From an optimization exercise on the open Yosys and OpenROAD flow, aimed at small area; shortcuts taken in it are not production practice. Function was checked by simulation only, so behaviour that the tests miss may differ from the original. Power is estimated from default activity; no workload was simulated.

## frameSource
module frameSource (
  input  wire                 CLK,
  input  wire                 RST,
  input  wire                 nimIn,
  input  wire                 regTrigger,
  input  wire  [FRAMES_W-1:0] frameCount,
  input  wire                 txFull,
  output wire                 nimOut,
  output wire                 txWr,
  output wire  [BYTE_W-1:0]   txData
);
clock: 5.0 ns
lec_check: 0
cap_margin: 0
core_margin: 2
core_utilization: 70
gpl_timing_driven: 0
slew_margin: 0
standard.sh (not shown) runs the stock make flow with config.mk's settings and CLKGATE_MAP_FILE= SYNTH_SCRIPT=/design/flow/synth_recipe.tcl, a recipe that flattens the netlist after the stock synthesis.
==> flow/flow/run.sh <==
#!/bin/bash
# The standard synthesis; then the combinational logic is mapped again
# for area (ABC &deepsyn from a few seeds, the smallest result is kept;
# registers, their names and cell types are kept as blackboxes); then
# the standard layout with the clock tree options (no dummy loads,
# bigger sink clusters) and port buffer cell below.
set -euo pipefail
source flow/opts.sh
bash standard.sh synth > synth.log 2>&1

R=orfs/results/$FLOW_PLATFORM/frameSource/base
LIB=$FLOW_HOME/platforms/sky130hd/lib/sky130_fd_sc_hd__tt_025C_1v80.lib
cp $R/1_2_yosys.v std_netlist.v
SEQ=$(grep -oE '^\s*sky130_fd_sc_hd__(df|edf|sdf|dl|conb)\w*' std_netlist.v | sort -u | tr -d ' ' | tr '\n' ' ')
DU=$(sed 's/^/-dont_use /' flow/dont_use.txt | tr '\n' ' ')
for S in $RESYN_SEEDS; do
  sed "s/@SEED@/$S/; s/@TIME@/$RESYN_TIME/" flow/area.abc > area_$S.abc
  cat > resyn_$S.ys <<EOT
read_liberty -ignore_miss_func $LIB
read_verilog std_netlist.v
hierarchy -top $FLOW_TOP
blackbox $SEQ
flatten
opt -purge
techmap
opt -purge
abc -script area_$S.abc -liberty $LIB $DU
setundef -zero
splitnets
opt_clean -purge
hilomap -singleton -hicell sky130_fd_sc_hd__conb_1 HI -locell sky130_fd_sc_hd__conb_1 LO
insbuf -buf sky130_fd_sc_hd__buf_4 A X
opt_clean -purge
tee -o resyn_$S.stat stat -liberty $LIB
write_verilog -noexpr -noattr -nohex -nodec resyn_$S.v
EOT
  yosys -s resyn_$S.ys > resyn_$S.log 2>&1 &
done
wait
BEST=$(for S in $RESYN_SEEDS; do echo "$(grep 'Chip area' resyn_$S.stat | awk '{print $NF}') $S"; done | sort -g | head -1 | awk '{print $2}')
echo "resyn areas: $(grep -h 'Chip area' resyn_*.stat | awk '{print $NF}' | tr '\n' ' '); kept seed $BEST" > resyn_choice.log
cp resyn_$BEST.v $R/1_2_yosys.v
touch $R/1_2_yosys.v

export CTS_ARGS="-sink_clustering_enable -repair_clock_nets -dont_use_dummy_load $CTS_OPTS"
export BUFFER_PORTS_ARGS="-buffer_cell sky130_fd_sc_hd__buf_1"
bash standard.sh > layout.log 2>&1
Other scripts of this flow, unchanged in this note and not shown: flow/flow/area.abc, flow/flow/dont_use.txt, flow/flow/opts.sh
Change:
--- a/flow/design.v
+++ b/flow/design.v
@@ -128,14 +128,16 @@
   output logic               txWr,
   output logic [BYTE_W-1:0]  txData
 );
   logic [STAMP_W-1:0] evMem   [4];
   logic               lastMem [4];
   logic [TS_W-1:0]    tsMem   [3];
-  logic [1:0] evWr, frWr, evRd, frRd;
-  logic [1:0] tsWr, tsRd;   
+  logic [1:0] evWr, frWr, frRd;
+  logic [3:0] evRd;   
+  logic [1:0] tsWr;   
+  logic [2:0] tsRd;   
   logic [7:0] count;
   logic       doRd;
   assign doRd       = !txFull && (count != '0);
   assign almostFull = (count >= 8'(FIFO_AF_LEVEL));
   always_ff @(posedge CLK) begin
     if (burstStart)  evMem[evWr] <= eventNumber;
@@ -163,14 +165,20 @@
     end
   end
   logic               curLast;
   logic [STAMP_W-1:0] curEv;
   logic [TS_W-1:0]    curTs;
   assign curLast = lastMem[frRd];
-  assign curEv   = evMem[evRd];
-  assign curTs   = tsMem[tsRd];
+  always_comb begin
+    curEv = '0;
+    for (int i = 0; i < 4; i++) if (evRd[i]) curEv = curEv | evMem[i];
+  end
+  always_comb begin
+    curTs = '0;
+    for (int i = 0; i < 3; i++) if (tsRd[i]) curTs = curTs | tsMem[i];
+  end
   logic [7:0] rpos;
   localparam logic [7:0] RP_FIRST = 8'd0;
   localparam logic [7:0] RP_LAST  = 8'd153;
   always_comb begin
     case (rpos)
       8'd0: txData = 8'hAA;
@@ -275,32 +283,32 @@
       8'd153: txData = 8'h10;
       default: txData = 8'h00;
     endcase
   end
   always_ff @(posedge CLK) begin
     if (RST) begin
-      evRd <= 2'd3;
+      evRd <= 4'b1000;
       frRd <= 2'd3;
       rpos <= RP_LAST;
     end else if (doRd) begin
       if (rpos == RP_LAST) begin
         rpos <= RP_FIRST;
         frRd <= frRd + 1'b1;
-        if (curLast) evRd <= evRd + 1'b1;
+        if (curLast) evRd <= {evRd[2:0], evRd[3]};
       end else begin
         rpos <= (rpos[3:0] == 4'd9) ? {rpos[7:4] + 1'b1, 4'd0} : {rpos[7:4], rpos[3:0] + 1'b1};
       end
     end
   end
   always_ff @(posedge CLK) begin
     if (RST) begin
       tsWr <= 2'd0;
-      tsRd <= 2'd2;
+      tsRd <= 3'b100;
     end else begin
       if (footerStart) tsWr <= (tsWr == 2'd2) ? 2'd0 : tsWr + 1'b1;
-      if (doRd && rpos == RP_LAST) tsRd <= (tsRd == 2'd2) ? 2'd0 : tsRd + 1'b1;
+      if (doRd && rpos == RP_LAST) tsRd <= {tsRd[1:0], tsRd[2]};
     end
   end
   always_ff @(posedge CLK) begin
     if (RST) txWr <= 1'b0;
     else     txWr <= doRd;
   end
- count of clock-buffer cells in the layout is unchanged
- final area falls slightly
- sequential cell count falls by 1
- clock skew hardly moves
- cell count falls by a few percent
- area after synthesis falls slightly
- clock power falls slightly
- wire length falls by a few percent
- worst setup slack improves by 140 ps


frameSource, a different RTL version from the one above (not shown whole).
For scale: ~660 cells after synthesis, about 23 I/O pins, about 7300 µm² of cells after synthesis.
==> flow/config.mk <==
export PLATFORM = sky130hd
export DESIGN_NAME = frameSource
export DESIGN_NICKNAME = frameSource
export VERILOG_FILES = /design/flow/design.v
export SDC_FILE = /design/flow/constraint.sdc
export NUM_CORES = 4
export LEC_CHECK = 0
export CAP_MARGIN = 0
export CORE_MARGIN = 2
export CORE_UTILIZATION = 80
export GPL_TIMING_DRIVEN = 0
export SLEW_MARGIN = 0
==> flow/constraint.sdc <==
create_clock -name core_clock -period 5.0 [get_ports {CLK}]
set_input_delay 1.0000 -clock core_clock [delete_from_list [all_inputs] [get_ports {CLK}]]
set_output_delay 1.0000 -clock core_clock [all_outputs]
set_load 0.01 [all_outputs]
==> flow/flow/run.sh <==
#!/bin/bash
# The standard synthesis; then the combinational logic is mapped again
# for area (ABC &deepsyn from a few seeds, the smallest result is kept;
# registers, their names and cell types are kept as blackboxes); then
# the standard layout with the clock tree options (no dummy loads,
# bigger sink clusters) and port buffer cell below.
set -euo pipefail
source flow/opts.sh
bash standard.sh synth > synth.log 2>&1

R=orfs/results/$FLOW_PLATFORM/frameSource/base
LIB=$FLOW_HOME/platforms/sky130hd/lib/sky130_fd_sc_hd__tt_025C_1v80.lib
cp $R/1_2_yosys.v std_netlist.v
SEQ=$(grep -oE '^\s*sky130_fd_sc_hd__(df|edf|sdf|dl|conb)\w*' std_netlist.v | sort -u | tr -d ' ' | tr '\n' ' ')
DU=$(sed 's/^/-dont_use /' flow/dont_use.txt | tr '\n' ' ')
# each candidate is a dash-separated list of deepsyn seeds, one per round
run_candidate() {
  local C=$1
  : > area_$C.abc
  for S in ${C//-/ }; do
    sed "s/@SEED@/$S/; s/@TIME@/$RESYN_TIME/" flow/area.abc >> area_$C.abc
  done
  cat > resyn_$C.ys <<EOT
read_liberty -ignore_miss_func $LIB
read_verilog std_netlist.v
hierarchy -top $FLOW_TOP
blackbox $SEQ
flatten
opt -purge
techmap
opt -purge
abc -script area_$C.abc -liberty $LIB $DU
setundef -zero
splitnets
opt_clean -purge
hilomap -singleton -hicell sky130_fd_sc_hd__conb_1 HI -locell sky130_fd_sc_hd__conb_1 LO
insbuf -buf sky130_fd_sc_hd__buf_4 A X
opt_clean -purge
tee -o resyn_$C.stat stat -liberty $LIB
write_verilog -noexpr -noattr -nohex -nodec resyn_$C.v
EOT
  yosys -s resyn_$C.ys > resyn_$C.log 2>&1
}
for BATCH in "${RESYN_BATCHES[@]}"; do
  for C in $BATCH; do run_candidate $C & done
  wait
done
ALL=$(for B in "${RESYN_BATCHES[@]}"; do echo $B; done | tr ' ' '\n')
BEST=$(for C in $ALL; do echo "$(grep 'Chip area' resyn_$C.stat | awk '{print $NF}') $C"; done | sort -g | head -1 | awk '{print $2}')
for C in $ALL; do echo "$C $(grep 'Chip area' resyn_$C.stat | awk '{print $NF}')"; done > resyn_choice.log
echo "kept $BEST" >> resyn_choice.log
cp resyn_$BEST.v $R/1_2_yosys.v
touch $R/1_2_yosys.v

export CTS_ARGS="-sink_clustering_enable -repair_clock_nets -dont_use_dummy_load $CTS_OPTS"
export BUFFER_PORTS_ARGS="-buffer_cell sky130_fd_sc_hd__buf_1"
bash standard.sh > layout.log 2>&1
Other scripts of this flow, unchanged in this note and not shown: flow/flow/area.abc, flow/flow/dont_use.txt, flow/flow/opts.sh
==> next run, changes <==
--- a/flow/design.v
+++ b/flow/design.v
@@ -23,14 +23,15 @@
   input  wire                 RST,
   input  wire                 nimIn,
   input  wire                 regTrigger,
   output logic                nimOut,
   output logic                startPulse,
   output logic [1:0]          ph,           
   output logic [7:0]          evGroup,      
+  output logic                evIncStart,   
   output logic [TS_W-1:0]     stamp
 );
   logic              armed;
   logic [PCNT_W-1:0] periodCnt;
   logic [PCNT_W-1:0] periodInc;
   logic              tsValid;
   assign armed     = nimIn | regTrigger;
@@ -40,46 +41,38 @@
     else     nimOut <= armed;
   end
   always_ff @(posedge CLK) begin
     if (RST || !armed || periodCnt[PCNT_W-1]) periodCnt <= '0;
     else                                      periodCnt <= periodInc;
   end
   logic [7:0] evRing [3];
-  logic       evStep1, evStep2, evStep3;
+  logic       evWin;        
+  logic       evStep;       
+  logic       evStep1;      
   logic       evCarry;
-  logic       evZero;
   logic [7:0] evOld;
   logic [8:0] evSum;
   always_ff @(posedge CLK) begin
     ph <= (ph == 2'd2) ? 2'd0 : ph + 1'b1;
   end
-  assign evStep1 = !periodCnt[PCNT_W-1] && (&periodCnt[11:3])
-                   && (periodCnt[2:0] >= 3'd2) && (periodCnt[2:0] <= 3'd4) && (ph == 2'd0);
-  always_ff @(posedge CLK) begin
-    if (RST || !armed) begin
-      evStep2 <= 1'b0;
-      evStep3 <= 1'b0;
-    end else begin
-      evStep2 <= evStep1;
-      evStep3 <= evStep2;
-    end
-  end
-  assign evOld = evZero ? 8'd0 : evRing[0];
+  assign evWin   = !periodCnt[PCNT_W-1] && (&periodCnt[11:3]);
+  assign evStep1 = evWin && (ph == 2'd0) && (periodCnt[2:0] >= 3'd2) && (periodCnt[2:0] <= 3'd4);
+  assign evStep  = evStep1
+                   || (evWin && (ph == 2'd1) && (periodCnt[2:0] >= 3'd3) && (periodCnt[2:0] <= 3'd5))
+                   || (evWin && (ph == 2'd2) && (periodCnt[2:0] >= 3'd4) && (periodCnt[2:0] <= 3'd6));
+  assign evOld = tsValid ? evRing[0] : 8'd0;
   assign evSum = evOld + {7'd0, evStep1 | evCarry};
   always_ff @(posedge CLK) begin
     evRing[0] <= evRing[1];
     evRing[1] <= evRing[2];
-    evRing[2] <= (evStep1 || evStep2 || evStep3) ? evSum[7:0] : evRing[0];
+    evRing[2] <= evStep ? evSum[7:0] : evRing[0];
     evCarry   <= evSum[8];
   end
-  always_ff @(posedge CLK) begin
-    if (RST || !armed) evZero <= 1'b1;
-    else if (evStep3)  evZero <= 1'b0;
-  end
-  assign evGroup = evRing[0];
+  assign evGroup    = evRing[0];
+  assign evIncStart = evStep1;
   assign startPulse = armed && periodCnt[PCNT_W-1];
   always_ff @(posedge CLK) begin
     if (RST || !armed)   tsValid <= 1'b0;
     else if (startPulse) tsValid <= 1'b1;
   end
   assign stamp = tsValid ? periodInc[PCNT_W-1:7] : '0;
 endmodule
@@ -141,24 +134,24 @@
   input  wire                RST,
   input  wire                wrEn,
   input  wire                burstStart,
   input  wire                frameStart,
   input  wire                footerStart,
   input  wire  [1:0]         ph,
   input  wire  [7:0]         evGroup,
+  input  wire                evIncStart,
   input  wire                lastFrame,
   input  wire  [TS_W-1:0]    stamp,
   input  wire                txFull,
   output logic               almostFull,
   output logic               txWr,
   output logic [BYTE_W-1:0]  txData
 );
   logic [7:0]         evRing  [4][3];
-  logic               ld1, ld2;     
-  logic               evLoad;
+  logic               evLoad;       
   logic               lastMem [4];
   logic [TS_W-1:0]    tsMem   [3];
   logic [1:0] evWr, frWr, frRd;
   logic [3:0] evRd;   
   logic [1:0] tsWr;   
   logic [2:0] tsRd;   
   logic [7:0] count;
@@ -166,24 +159,23 @@
   assign doRd       = !txFull && (count != '0);
   assign almostFull = (count >= 8'(FIFO_AF_LEVEL));
   always_ff @(posedge CLK) begin
     if (footerStart) tsMem[tsWr] <= stamp;
   end
   always_ff @(posedge CLK) begin
     if (RST) begin
-      ld1  <= 1'b0;
-      ld2  <= 1'b0;
-      evWr <= '0;
-    end else begin
-      ld1 <= burstStart;
-      ld2 <= ld1;
-      if (ld2) evWr <= evWr + 1'b1;
+      evLoad <= 1'b0;
+      evWr   <= 2'd3;
+    end else if (burstStart) begin
+      evLoad <= 1'b1;
+      evWr   <= evWr + 1'b1;
+    end else if (evIncStart) begin
+      evLoad <= 1'b0;
     end
   end
-  assign evLoad = burstStart || ld1 || ld2;
   always_ff @(posedge CLK) begin
     for (int s = 0; s < 4; s++) begin
       evRing[s][0] <= evRing[s][1];
       evRing[s][1] <= evRing[s][2];
       evRing[s][2] <= (evLoad && evWr == 2'(s)) ? evGroup : evRing[s][0];
     end
   end
@@ -381,26 +373,28 @@
   output wire                 nimOut,
   output wire                 txWr,
   output wire  [BYTE_W-1:0]   txData
 );
   wire               startPulse;
   wire [1:0]         ph;
   wire [7:0]         evGroup;
+  wire               evIncStart;
   wire [TS_W-1:0]    stamp;
   wire wrEn, burstStart, frameStart, footerStart, frameEnd, lastFrame;
   wire almostFull;
   burstTimer i_burstTimer (
     .CLK         (CLK),
     .RST         (RST),
     .nimIn       (nimIn),
     .regTrigger  (regTrigger),
     .nimOut      (nimOut),
     .startPulse  (startPulse),
     .ph          (ph),
     .evGroup     (evGroup),
+    .evIncStart  (evIncStart),
     .stamp       (stamp)
   );
   frameBuilder i_frameBuilder (
     .CLK         (CLK),
     .RST         (RST),
     .startPulse  (startPulse),
     .frameCount  (frameCount),
@@ -417,14 +411,15 @@
     .RST         (RST),
     .wrEn        (wrEn),
     .burstStart  (burstStart),
     .frameStart  (frameStart),
     .footerStart (footerStart),
     .ph          (ph),
     .evGroup     (evGroup),
+    .evIncStart  (evIncStart),
     .lastFrame   (lastFrame),
     .stamp       (stamp),
     .txFull      (txFull),
     .almostFull  (almostFull),
     .txWr        (txWr),
     .txData      (txData)
   );
What happened:
- The changed run finished with timing, DRC and antenna clean
- first-iteration DRC count rose by a quarter to a third
- synthesized cell count fell by a few percent
- combinational power hardly moves
- die area fell slightly
- via count rose slightly
- area after synthesis fell slightly
- register-to-register slack is better by 400 ps
- setup slack is better by 350 ps
- final area fell slightly
- cell count fell slightly
- sequential cell count fell by 4
- wire length is about the same
- sequential power fell by a few percent

## re-timing with driven ports
How much do the figures lean on ideal ports? The routed layouts below were timed once more, with nothing changed but the port constraints. Step 1 assumes that a clkbuf_16 drives the clock port and a buf_2 every other input. Step 2 adds t to the input delays and takes it off the output delays; t is the mean of the earliest and latest rising clock arrival at the registers after step 1. Input paths then give back, and output paths get back, about the clock's delay inside the block. Slacks: no drivers / after step 1 / after step 2; pairs: no drivers / after step 1.
run | shift t [ns] | slack for setup (ns) | worst setup path after step 2
the first run of note 1 | 0.517 | 0.552 / 0.514 / 1.031 | register to output
the second run of note 1 | 0.506 | 0.687 / 0.651 / 1.156 | register to output
the first run of note 2 | 0.512 | 0.353 / 0.317 / 0.829 | register to output
the second run of note 2 | 0.502 | 0.706 / 0.670 / 1.172 | register to output
After both steps every run listed still meets setup and hold.
